This design comes from an exercise in tuning for small area on the open sky130 flow, not from production work. Only simulation tests tie the RTL to the original design; equivalence was not proved. Power is estimated from default activity; no workload was simulated.

## muldiv_unit
module muldiv_unit (
	input  logic                                   clk,
	input  logic                                   rst,
	input  logic                                   start,
	input  muldiv_pkg::md_op_e                     op,
	input  logic                                   signed_mode,
	input  logic [1:0]                             src1_sel,
	input  logic [1:0]                             src2_sel,
	input  muldiv_pkg::md_word_t [4-1:0]    src_regs,
	output muldiv_pkg::md_word_t                   result,
	output logic                                   done,
	output logic                                   div_by_zero
);
Size in the first run: about 1800 cells after synthesis, about 200 flip-flops, roughly 92 I/O pins.
==> flow/config.mk <==
export PLATFORM = sky130hd
export DESIGN_NAME = muldiv_unit
export DESIGN_NICKNAME = muldiv_unit
export VERILOG_FILES = /design/flow/design.v
export SDC_FILE = /design/flow/constraint.sdc
export NUM_CORES = 4
export LEC_CHECK = 0
export ABC_AREA = 1
export CAP_MARGIN = 20
export CORE_MARGIN = 2
export CORE_UTILIZATION = 40
export SLEW_MARGIN = 20
==> flow/constraint.sdc <==
create_clock -name core_clock -period 8.0 [get_ports {clk}]
set_input_delay 1.6000 -clock core_clock [delete_from_list [all_inputs] [get_ports {clk}]]
set_output_delay 1.6000 -clock core_clock [all_outputs]
set_load 0.01 [all_outputs]
standard.sh (not shown) runs the stock make flow with config.mk's settings and CLKGATE_MAP_FILE= SYNTH_SCRIPT=/design/flow/synth_recipe.tcl, a recipe that flattens the netlist after the stock synthesis.
==> flow/flow/run.sh <==
#!/bin/bash
# Standard ORFS layout with smaller port buffers and a clock tree without dummy loads.
set -euo pipefail
cd "$(dirname "$0")/.."
export BUFFER_PORTS_ARGS="-buffer_cell sky130_fd_sc_hd__buf_1"
export CTS_ARGS="-sink_clustering_enable -repair_clock_nets -buf_list sky130_fd_sc_hd__clkbuf_8 -sink_clustering_size 12 -sink_clustering_max_diameter 50 -dont_use_dummy_load"
bash standard.sh synth > synth.log 2>&1
bash standard.sh > layout.log 2>&1
Rerun with:
==> flow/flow/run.sh (replaced) <==
#!/bin/bash
# Standard ORFS layout with smaller port buffers and a clock tree without dummy loads.
set -euo pipefail
cd "$(dirname "$0")/.."
export BUFFER_PORTS_ARGS="-buffer_cell sky130_fd_sc_hd__buf_1"
export RECOVER_POWER=100
export CTS_ARGS="-sink_clustering_enable -repair_clock_nets -buf_list sky130_fd_sc_hd__clkbuf_8 -sink_clustering_size 12 -dont_use_dummy_load"
bash standard.sh synth > synth.log 2>&1
bash standard.sh > layout.log 2>&1
CORE_UTILIZATION = 65   (was 40)
The changed run completed with no timing, DRC or antenna violations.
Non-clock buffer count went down by 9.
Area after synthesis is unchanged.
Final cell count went down by a little under a tenth.
Setup slack loses 0.25 ns.
Total power went down slightly.
Clock-buffer cell count stays the same.
Rerun with:
==> flow/flow/run.sh (replaced) <==
#!/bin/bash
# Standard ORFS layout with smaller port buffers and a clock tree without dummy loads.
set -euo pipefail
cd "$(dirname "$0")/.."
export BUFFER_PORTS_ARGS="-buffer_cell sky130_fd_sc_hd__buf_1"
export CTS_ARGS="-sink_clustering_enable -repair_clock_nets -buf_list sky130_fd_sc_hd__clkbuf_8 -sink_clustering_size 12 -sink_buffer_max_cap_derate 0.7 -dont_use_dummy_load"
bash standard.sh synth > synth.log 2>&1
bash standard.sh > layout.log 2>&1
CORE_UTILIZATION = 40   (was 65)
Outcome: Die area climbs by 61%. First-iteration DRC count climbs by 3.2%. Design area climbs by 2.2%. Clock power climbs by about 3%. Combinational power climbs by about 1%. Power climbs by 1.4%. Synthesized area does not change. Final cell count climbs by 8.3%. Flip-flop and latch count does not change. Global-route usage drops by 9.7 points. Routed wire length climbs by 11%.
Rerun with:
==> flow/flow/run.sh (replaced) <==
#!/bin/bash
# Standard ORFS layout with smaller port buffers and a clock tree without dummy loads.
set -euo pipefail
cd "$(dirname "$0")/.."
export BUFFER_PORTS_ARGS="-buffer_cell sky130_fd_sc_hd__buf_1"
export CTS_ARGS="-sink_clustering_enable -repair_clock_nets -buf_list sky130_fd_sc_hd__clkbuf_8 -sink_clustering_size 12 -dont_use_dummy_load"
bash standard.sh synth > synth.log 2>&1
bash standard.sh > layout.log 2>&1
Fmax does not change.
Clock power barely changes.
Final area stays the same.
Setup slack does not change.
Sequential power barely changes.
Flip-flop and latch count is unchanged.
Die area stays the same.

[port drivers added, routing unchanged]
The results above use ideal ports. As a check the final layouts listed here were re-extracted and re-timed, cells and wires unchanged.
Step 1: set_driving_cell puts a clkbuf_16 on clk and a buf_2 on each other input, an assumption about the parent block.
Step 2 times the ports against the registers' clock, not the clock port: input delays grow and output delays shrink by t, the midpoint of the rising clock arrivals with the driver on.
Three values: ideal ports, drivers, drivers and shift; two values: the first two.
run	t, ns	setup WS [ns]	worst setup path after step 2	pins driven straight from the clock port
the first run	0.492	0.715 / 0.715 / 0.312	input to register	1
the second run	0.480	0.463 / 0.487 / 0.007	input to register	1
the third run	0.492	0.715 / 0.715 / 0.312	input to register	1
the fourth run	0.492	0.715 / 0.715 / 0.312	input to register	1
After both steps every run listed still meets setup and hold. For the second run, which loses most, drivers alone change the setup slack by +0.024 ns; drivers and shift together by -0.456 ns.
